Context: an optimization exercise on an open-source flow, tuned for small area and a short achievable clock period. The choices shown serve that exercise and are no tape-out recipe.
In this exercise RTL edits were held to simulation tests only and were not proved equivalent to the original.
No activity file was given, so power comes from the tool's default toggle rates.

--- design/flow/design.v ---
`timescale 1ns/1ps
package emac_pkg;
  localparam int ADR_W  = 11;
  localparam int DATA_W = 32;
  localparam int MAC_W  = 48;
  localparam logic [ADR_W-1:0] REG_STAT    = 11'h081;
  localparam logic [ADR_W-1:0] REG_MYMACL  = 11'h082;
  localparam logic [ADR_W-1:0] REG_MYMACH  = 11'h083;
  localparam logic [ADR_W-1:0] REG_BUF     = 11'h084;
  localparam logic [ADR_W-1:0] REG_STARTTX = 11'h086;
  localparam logic [ADR_W-1:0] REG_DSTL    = 11'h08A;
  localparam logic [ADR_W-1:0] REG_DSTH    = 11'h08B;
  localparam logic [ADR_W-1:0] REG_TYPE    = 11'h08C;
  localparam int BUF_DEPTH = 64;
  localparam int BUF_CNT_W = 7;
  localparam logic [7:0] PREAMBLE_BYTE = 8'h55;
  localparam int         PREAMBLE_LEN  = 7;
  localparam logic [7:0] SFD_BYTE      = 8'hD5;
  localparam int HDR_LEN = 14;
  localparam logic [31:0] CRC_POLY = 32'hEDB8_8320;
  localparam logic [31:0] CRC_INIT = 32'hFFFF_FFFF;
  typedef logic [DATA_W-1:0] word_t;
  typedef logic [7:0] byte_t;
  typedef logic [MAC_W-1:0] mac_addr_t;
  typedef logic [15:0] ether_type_t;
endpackage
`timescale 1ns/1ps
module emac_regs (
  input  logic                 tx_clk_i,
  input  logic                 reset_i,
  input  logic                 wr_en_i,
  input  logic                 rd_en_i,
  input  logic [emac_pkg::ADR_W-1:0]     adr_i,
  input  emac_pkg::word_t                wr_data_i,
  output emac_pkg::word_t                rd_data_o,
  input  logic                 busy_i,
  input  logic [emac_pkg::BUF_CNT_W-1:0] buf_count_i,
  output logic                 buf_push_o,
  output emac_pkg::word_t                buf_data_o,
  output logic                 start_o,
  output emac_pkg::mac_addr_t            my_mac_o,
  output emac_pkg::mac_addr_t            dst_mac_o,
  output emac_pkg::ether_type_t          ether_type_o
);
  emac_pkg::word_t stat_word;
  emac_pkg::word_t rd_mux;
  logic  start_req;
  always_comb begin
    stat_word = '0;
    stat_word[0] = busy_i;
    stat_word[8 +: emac_pkg::BUF_CNT_W] = buf_count_i;
  end
  assign buf_push_o = wr_en_i && (adr_i == emac_pkg::REG_BUF) && !busy_i;
  assign buf_data_o = wr_data_i;
  assign start_req = wr_en_i && (adr_i == emac_pkg::REG_STARTTX) && !busy_i &&
                     (buf_count_i != '0);
  always_ff @(posedge tx_clk_i or negedge reset_i) begin
    if (!reset_i) begin
      my_mac_o     <= '0;
      dst_mac_o    <= '0;
      ether_type_o <= '0;
    end else if (wr_en_i) begin
      case (adr_i)
        emac_pkg::REG_MYMACL: my_mac_o[31:0]   <= wr_data_i;
        emac_pkg::REG_MYMACH: my_mac_o[47:32]  <= wr_data_i[15:0];
        emac_pkg::REG_DSTL:   dst_mac_o[31:0]  <= wr_data_i;
        emac_pkg::REG_DSTH:   dst_mac_o[47:32] <= wr_data_i[15:0];
        emac_pkg::REG_TYPE:   ether_type_o     <= wr_data_i[15:0];
        default: ;
      endcase
    end
  end
  always_ff @(posedge tx_clk_i or negedge reset_i) begin
    if (!reset_i) begin
      start_o <= 1'b0;
    end else begin
      start_o <= start_req;
    end
  end
  always_comb begin
    rd_mux = '0;
    case (adr_i)
      emac_pkg::REG_STAT:   rd_mux = stat_word;
      emac_pkg::REG_MYMACL: rd_mux = my_mac_o[31:0];
      emac_pkg::REG_MYMACH: rd_mux[15:0] = my_mac_o[47:32];
      emac_pkg::REG_DSTL:   rd_mux = dst_mac_o[31:0];
      emac_pkg::REG_DSTH:   rd_mux[15:0] = dst_mac_o[47:32];
      emac_pkg::REG_TYPE:   rd_mux[15:0] = ether_type_o;
      default: ;
    endcase
  end
  always_ff @(posedge tx_clk_i or negedge reset_i) begin
    if (!reset_i) begin
      rd_data_o <= '0;
    end else if (rd_en_i) begin
      rd_data_o <= rd_mux;
    end
  end
endmodule
`timescale 1ns/1ps
module emac_tx_buffer #(
  parameter int DEPTH = emac_pkg::BUF_DEPTH
) (
  input  logic                 tx_clk_i,
  input  logic                 reset_i,
  input  logic                 push_i,
  input  emac_pkg::word_t                data_i,
  input  logic                 pop_i,
  output emac_pkg::word_t                head_o,
  output logic [emac_pkg::BUF_CNT_W-1:0] count_o
);
  localparam int PTR_W = $clog2(DEPTH);
  emac_pkg::word_t            mem [DEPTH];
  logic [PTR_W-1:0] wr_ptr;
  logic [PTR_W-1:0] rd_ptr;
  logic             do_push;
  logic             do_pop;
  assign do_push = push_i && (count_o != DEPTH[emac_pkg::BUF_CNT_W-1:0]);
  assign do_pop  = pop_i && (count_o != '0);
  always_ff @(posedge tx_clk_i) begin
    if (do_push) begin
      mem[wr_ptr] <= data_i;
    end
  end
  assign head_o = mem[rd_ptr];
  always_ff @(posedge tx_clk_i or negedge reset_i) begin
    if (!reset_i) begin
      wr_ptr  <= '0;
      rd_ptr  <= '0;
      count_o <= '0;
    end else begin
      if (do_push) wr_ptr <= wr_ptr + 1'b1;
      if (do_pop)  rd_ptr <= rd_ptr + 1'b1;
      case ({do_push, do_pop})
        2'b10:   count_o <= count_o + 1'b1;
        2'b01:   count_o <= count_o - 1'b1;
        default: count_o <= count_o;
      endcase
    end
  end
endmodule
`timescale 1ns/1ps
module emac_crc32 (
  input  logic  tx_clk_i,
  input  logic  reset_i,
  input  logic  clear_i,
  input  logic  en_i,
  input  emac_pkg::byte_t data_i,
  output emac_pkg::word_t crc_o
);
  function automatic emac_pkg::word_t crc_step(emac_pkg::word_t crc, emac_pkg::byte_t d);
    emac_pkg::word_t c;
    c = crc;
    for (int i = 0; i < 8; i++) begin
      if (c[0] ^ d[i]) begin
        c = (c >> 1) ^ emac_pkg::CRC_POLY;
      end else begin
        c = c >> 1;
      end
    end
    crc_step = c;
  endfunction
  always_ff @(posedge tx_clk_i or negedge reset_i) begin
    if (!reset_i) begin
      crc_o <= emac_pkg::CRC_INIT;
    end else if (clear_i) begin
      crc_o <= emac_pkg::CRC_INIT;
    end else if (en_i) begin
      crc_o <= crc_step(crc_o, data_i);
    end
  end
endmodule
`timescale 1ns/1ps
module emac_tx_framer (
  input  logic                 tx_clk_i,
  input  logic                 reset_i,
  input  logic                 start_i,
  input  emac_pkg::mac_addr_t            my_mac_i,
  input  emac_pkg::mac_addr_t            dst_mac_i,
  input  emac_pkg::ether_type_t          ether_type_i,
  input  emac_pkg::word_t                buf_head_i,
  input  logic [emac_pkg::BUF_CNT_W-1:0] buf_count_i,
  output logic                 buf_pop_o,
  input  emac_pkg::word_t                crc_i,
  output logic                 crc_clear_o,
  output logic                 crc_en_o,
  output emac_pkg::byte_t                crc_data_o,
  output logic                 busy_o,
  output logic                 tx_en_o,
  output emac_pkg::byte_t                tx_d_o
);
  typedef enum logic [2:0] {
    ST_IDLE, ST_PRE, ST_SFD, ST_HDR, ST_PAY, ST_FCS
  } state_t;
  state_t       state_q;
  state_t       state_d;
  logic [3:0]   cnt_q;
  logic [3:0]   cnt_d;
  logic         tx_en_d;
  emac_pkg::byte_t        tx_d_d;
  logic [111:0] hdr;
  logic [3:0]   hdr_next;
  logic [3:0]   hdr_sel;
  logic [1:0]   pay_next;
  logic [1:0]   fcs_next;
  emac_pkg::byte_t        hdr_byte;
  emac_pkg::byte_t        pay_byte;
  emac_pkg::byte_t        fcs_byte;
  assign hdr      = {dst_mac_i, my_mac_i, ether_type_i};
  assign hdr_next = (state_q == ST_HDR) ? cnt_q + 4'd1 : 4'd0;
  assign hdr_sel  = 4'd13 - hdr_next;
  assign hdr_byte = hdr[{hdr_sel, 3'b000} +: 8];
  assign pay_next = (state_q == ST_PAY) ? cnt_q[1:0] + 2'd1 : 2'd0;
  assign pay_byte = buf_head_i[{~pay_next, 3'b000} +: 8];
  assign fcs_next = (state_q == ST_FCS) ? cnt_q[1:0] + 2'd1 : 2'd0;
  assign fcs_byte = ~crc_i[{fcs_next, 3'b000} +: 8];
  assign busy_o     = (state_q != ST_IDLE) || start_i;
  assign crc_data_o = tx_d_d;
  always_comb begin
    state_d     = state_q;
    cnt_d       = cnt_q;
    tx_en_d     = tx_en_o;
    tx_d_d      = tx_d_o;
    crc_clear_o = 1'b0;
    crc_en_o    = 1'b0;
    buf_pop_o   = 1'b0;
    case (state_q)
      ST_IDLE: begin
        if (start_i) begin
          state_d     = ST_PRE;
          cnt_d       = '0;
          tx_en_d     = 1'b1;
          tx_d_d      = emac_pkg::PREAMBLE_BYTE;
          crc_clear_o = 1'b1;
        end
      end
      ST_PRE: begin
        if (cnt_q == emac_pkg::PREAMBLE_LEN - 1) begin
          state_d = ST_SFD;
          tx_d_d  = emac_pkg::SFD_BYTE;
        end else begin
          cnt_d  = cnt_q + 4'd1;
          tx_d_d = emac_pkg::PREAMBLE_BYTE;
        end
      end
      ST_SFD: begin
        state_d  = ST_HDR;
        cnt_d    = '0;
        tx_d_d   = hdr_byte;
        crc_en_o = 1'b1;
      end
      ST_HDR: begin
        crc_en_o = 1'b1;
        if (cnt_q == emac_pkg::HDR_LEN - 1) begin
          state_d = ST_PAY;
          cnt_d   = '0;
          tx_d_d  = pay_byte;
        end else begin
          cnt_d  = cnt_q + 4'd1;
          tx_d_d = hdr_byte;
        end
      end
      ST_PAY: begin
        buf_pop_o = (cnt_q[1:0] == 2'd2);
        if (cnt_q[1:0] == 2'd3 && buf_count_i == '0) begin
          state_d = ST_FCS;
          cnt_d   = '0;
          tx_d_d  = fcs_byte;
        end else begin
          cnt_d    = {2'b00, pay_next};
          tx_d_d   = pay_byte;
          crc_en_o = 1'b1;
        end
      end
      ST_FCS: begin
        if (cnt_q[1:0] == 2'd3) begin
          state_d = ST_IDLE;
          tx_en_d = 1'b0;
          tx_d_d  = '0;
        end else begin
          cnt_d  = cnt_q + 4'd1;
          tx_d_d = fcs_byte;
        end
      end
      default: state_d = ST_IDLE;
    endcase
  end
  always_ff @(posedge tx_clk_i or negedge reset_i) begin
    if (!reset_i) begin
      state_q <= ST_IDLE;
      cnt_q   <= '0;
      tx_en_o <= 1'b0;
      tx_d_o  <= '0;
    end else begin
      state_q <= state_d;
      cnt_q   <= cnt_d;
      tx_en_o <= tx_en_d;
      tx_d_o  <= tx_d_d;
    end
  end
endmodule
`timescale 1ns/1ps
module emac_tx_top (
  input  logic             tx_clk_i,
  input  logic             reset_i,
  input  logic             wr_en_i,
  input  logic             rd_en_i,
  input  logic [emac_pkg::ADR_W-1:0] adr_i,
  input  emac_pkg::word_t            wr_data_i,
  output emac_pkg::word_t            rd_data_o,
  output logic             tx_en_o,
  output emac_pkg::byte_t            tx_d_o
);
  logic                 busy;
  logic                 start;
  logic                 buf_push;
  logic                 buf_pop;
  logic [emac_pkg::BUF_CNT_W-1:0] buf_count;
  emac_pkg::word_t                buf_data;
  emac_pkg::word_t                buf_head;
  emac_pkg::mac_addr_t            my_mac;
  emac_pkg::mac_addr_t            dst_mac;
  emac_pkg::ether_type_t          ether_type;
  logic                 crc_clear;
  logic                 crc_en;
  emac_pkg::byte_t                crc_data;
  emac_pkg::word_t                crc;
  emac_regs i_regs (
    .tx_clk_i     (tx_clk_i),
    .reset_i      (reset_i),
    .wr_en_i      (wr_en_i),
    .rd_en_i      (rd_en_i),
    .adr_i        (adr_i),
    .wr_data_i    (wr_data_i),
    .rd_data_o    (rd_data_o),
    .busy_i       (busy),
    .buf_count_i  (buf_count),
    .buf_push_o   (buf_push),
    .buf_data_o   (buf_data),
    .start_o      (start),
    .my_mac_o     (my_mac),
    .dst_mac_o    (dst_mac),
    .ether_type_o (ether_type)
  );
  emac_tx_buffer #(
    .DEPTH (emac_pkg::BUF_DEPTH)
  ) i_buf (
    .tx_clk_i (tx_clk_i),
    .reset_i  (reset_i),
    .push_i   (buf_push),
    .data_i   (buf_data),
    .pop_i    (buf_pop),
    .head_o   (buf_head),
    .count_o  (buf_count)
  );
  emac_crc32 i_crc (
    .tx_clk_i (tx_clk_i),
    .reset_i  (reset_i),
    .clear_i  (crc_clear),
    .en_i     (crc_en),
    .data_i   (crc_data),
    .crc_o    (crc)
  );
  emac_tx_framer i_framer (
    .tx_clk_i     (tx_clk_i),
    .reset_i      (reset_i),
    .start_i      (start),
    .my_mac_i     (my_mac),
    .dst_mac_i    (dst_mac),
    .ether_type_i (ether_type),
    .buf_head_i   (buf_head),
    .buf_count_i  (buf_count),
    .buf_pop_o    (buf_pop),
    .crc_i        (crc),
    .crc_clear_o  (crc_clear),
    .crc_en_o     (crc_en),
    .crc_data_o   (crc_data),
    .busy_o       (busy),
    .tx_en_o      (tx_en_o),
    .tx_d_o       (tx_d_o)
  );
endmodule
--- design/flow/run.sh ---
#!/bin/bash
# synth_recipe.tcl (not shown) runs the flow's synth.tcl, then flattens the netlist and writes it again
# the make line also repeats each setting of config.mk as NAME=value (left out here)
make -C /OpenROAD-flow-scripts/flow DESIGN_CONFIG=/design/flow/config.mk WORK_HOME=/design/flow/orfs CLKGATE_MAP_FILE= SYNTH_SCRIPT=/design/flow/synth_recipe.tcl finish
--- design/flow/config.mk ---
export PLATFORM = sky130hd
export DESIGN_NAME = emac_tx_top
export DESIGN_NICKNAME = emac_tx_top
export VERILOG_FILES = /design/flow/design.v
export SDC_FILE = /design/flow/constraint.sdc
export NUM_CORES = 4
export LEC_CHECK = 0
export CAP_MARGIN = 20
export CORE_MARGIN = 2
export CORE_UTILIZATION = 40
export SLEW_MARGIN = 20
--- design/flow/constraint.sdc ---
create_clock -name core_clock -period 5.4 [get_ports {tx_clk_i}]
set_input_delay 1.0800 -clock core_clock [delete_from_list [all_inputs] [get_ports {tx_clk_i}]]
set_output_delay 1.0800 -clock core_clock [all_outputs]
set_load 0.01 [all_outputs]
==> run notes <==
sequential cells by signal (all words and copies together) (netlist names):
register,flops
i_framer.state_q,3
i_regs.start_o,1
i_framer.tx_d_o,8
i_regs.ether_type_o,16
i_crc.crc_o,32
i_buf.wr_ptr,6
i_framer.tx_en_o,1
i_buf.rd_ptr,6
i_framer.cnt_q,4
i_buf.mem,2048
i_regs.my_mac_o,48
i_regs.rd_data_o,32
i_buf.count_o,7
i_regs.dst_mac_o,48
logic make-up after synthesis:
logic type	count (synthesis)	synth area share (%)
AOI/OAI and AO/OA	639	5.05
and+or+nand+nor	609	3.25
adders and majority gates	13	0.186
buffers and inverters	310	2.16
DFF	2260	73.2
xor gates and xnor gates	81	1.10
muxes	854	15.0
routing by layer:
metal  wire length, um  vias up  global-route usage, %
met5                 0        -                      0
met4             11100        0                   8.46
met3             28200      527                   5.10
met2            132000     2854                   38.0
met1            113000    27107                   34.2
li1                  -    20498                      -
synthesized netlist by cell type, types with 34 or more instances:
cell type / instances / share of area (%)
nand3_1: 40 / 0.22
mux2_2: 157 / 1.9
buf_2: 66 / 0.36
clkbuf_1: 86 / 0.35
xnor2_1: 45 / 0.43
a22oi_1: 129 / 1.1
a21oi_1: 101 / 0.55
o21ai_0: 68 / 0.37
mux2i_1: 307 / 3.4
buf_4: 45 / 0.37
nor2_1: 191 / 0.79
nand2_1: 175 / 0.72
edfxtp_1: 2048 / 67
buf_6: 34 / 0.42
mux4_2: 373 / 9.2
o22ai_1: 70 / 0.48
dfrtp_1: 180 / 4.9
power by group:
group / leakage [nW] / switching, mW / internal, mW
logic: 9.09 / 0.424 / 0.0740
clock network: 3.56 / 6.81 / 8.94
registers: 21.2 / 0.0168 / 19.1
final cells by class:
cell class              instances  area, um^2  area share [%]
flip-flops and latches       2260       66900            63.1
multi-input cells            2196       23000            21.7
clock buffers                 275        5840            5.51
repair buffers                504        4910            4.63
well taps                    3009        3760            3.55
clock inverters               135        1510            1.42
inverters                      31         116           0.110
diodes                          8        20.0          0.0189
critical path, cell delays in order, from the launching register on:
cell and delay [ns]:
dfrtp_4 0.84, buf_12 0.28, buf_4 0.21, buf_4 0.21, mux4_2 0.52, mux4_2 0.60, o21ai_0 0.59, o311ai_1 0.28
a31oi_4 0.37, xor3_1 0.42, xnor3_1 0.29, xnor3_1 0.24, mux2i_1 0.15
final timing paths:
path,to,slack (ns),cells after the start
worst max register to register,i_crc.crc_o[19],0.26,12
min in group core_clock,i_buf.mem[57][14],0.44,1
worst min-delay path,i_buf.count_o[1],0.16,1
max in group asynchronous,i_regs.rd_data_o[24],3.95,2
worst min register to register,i_buf.wr_ptr[2],0.51,1
worst max-delay path,i_crc.crc_o[19],0.26,12
==> impl_metrics.tcl <==
set metrics [dict create \
    rsz0062_at_grt "no" \
    io_buffers 87 \
    die_y_um 482 \
    min_path_type "in -> async" \
    stdcell_area_um2 106000 \
    grt_use_total_pct 24.4 \
    post_cts_buffers 0 \
    cts_root_buffer "clkbuf_16" \
    drt_iter0_drc 7147 \
    synth.net_count 4826 \
    cts.sinks 2260 \
    overflow 0 \
    pre_cts_slack_ns 0.308 \
    seq_area_frac_synth_pct 73.2 \
    cap_viol_max_count 0 \
    power.leakage_nw 33.8 \
    tightest_slew_ns 1.19 \
    grt_pass1_vias 49438 \
    path_clk_slew_ns 0.06 \
    cts.path.max_buffers 3 \
    cp-end-kind "flip-flop" \
    drtPass1Iterations 6 \
    synth_edf_count 2048 \
    grt_max_degree 91 \
    powerDensity_nw_per_um2 333 \
    critPathRequiredTime_ns 6.20 \
    worstSkewPairLatency_ns 0.89 \
    dp_hpwl_um 179000 \
    ant_nets 0 \
    grt_first_pass_wirelength_um 396000 \
    fillerInstances 18905 \
    tns_ns 0 \
    antenna_found_initial 17 \
    dieArea_um2 232000 \
    arrival_ns 5.94 \
    wl_per_cell_um 33.8 \
    async_flop_share_pct 9.38 \
    max_freq_mhz 194 \
    drive_gt1_share_pct 27.0 \
    fin_util_pct 46.7 \
    final_common_cell "edfxtp_1" \
    gp_congestion 0.948 \
    synth_cells 4766 \
    remaining_drc_errors 0 \
    core_area_um2 227000 \
    final_nets 5276 \
    ys_seq_elements 2260 \
    ys.warnings.count 4 \
    synth_cell_types 109 \
    reg2reg_from "i_buf.rd_ptr[0]" \
    layout_min_cycle_time_ns 5.14 \
    cts_tree "done" \
    io_pins 88 \
    placedInstanceArea_um2 98600 \
    finalPower_mw 35.4 \
    finalSetupViolCount 0 \
    dpl.cell_count 8000 \
    ctsHoldBuffers 0 \
    syn-cell-area_um2 91300 \
    synthFlopType "edfxtp_1" \
    slew_headroom_pct 20.8 \
    die_x_um 482 \
    rows 175 \
    status "timing/DRC/antenna clean" \
    synth.avg_cell_area_um2 19.1 \
    cts.repair.resized 0 \
    cts_made_buffers 223 \
    fin_skew_ns 0.0626 \
    period_share_pct 95.2 \
    layout.cells.non_filler 8418 \
    setup_ws_ns 0.258 \
    crit_type "reg -> reg" \
    crit_path_start_kind "flip-flop" \
    wirelength_um 284000 \
    start_util_pct 40.2 \
    area_growth_pct 16.2 \
    critPathLaunch "i_buf.rd_ptr[0]" \
    maxSlewViolCount 0 \
    num_vias 50986 \
    cts.htree.levels 4 \
    crit_fanout 27 \
    whs_ns 0.163 \
    viasPerCell 6.06 \
    vdd_drop_max_mv 0.332 \
    mostFrequentLayoutCells "edfxtp_1, mux4_2, buf_4" \
    hold_viol_final 0 \
]

[afterwards: timing with drivers on the ports]
Ports are ideal in the flow. The routed layout listed here was re-timed in OpenROAD.
Step 1 (the two cells are an assumption about what drives the block):
set clk [get_ports {tx_clk_i}]
set_driving_cell -lib_cell sky130_fd_sc_hd__clkbuf_16 $clk
set_driving_cell -lib_cell sky130_fd_sc_hd__buf_2 [delete_from_list [all_inputs] $clk]
Step 2, shift: input delay + t, output delay - t, t = (earliest + latest rising clock arrival at the registers) / 2. This alone moves slack from input paths to output paths.
a / b / c = no drivers / after step 1 / after step 2; a / b = the first two.
shift t [ns]: 0.956
slack for setup (ns): 0.258 / 0.258 / 0.258
worst slew at a driven data input, ns: 0.08
After both steps this run still meets setup and hold. The setup slack of this run moves by 0.000 ns with the drivers and by 0.000 ns with both steps.
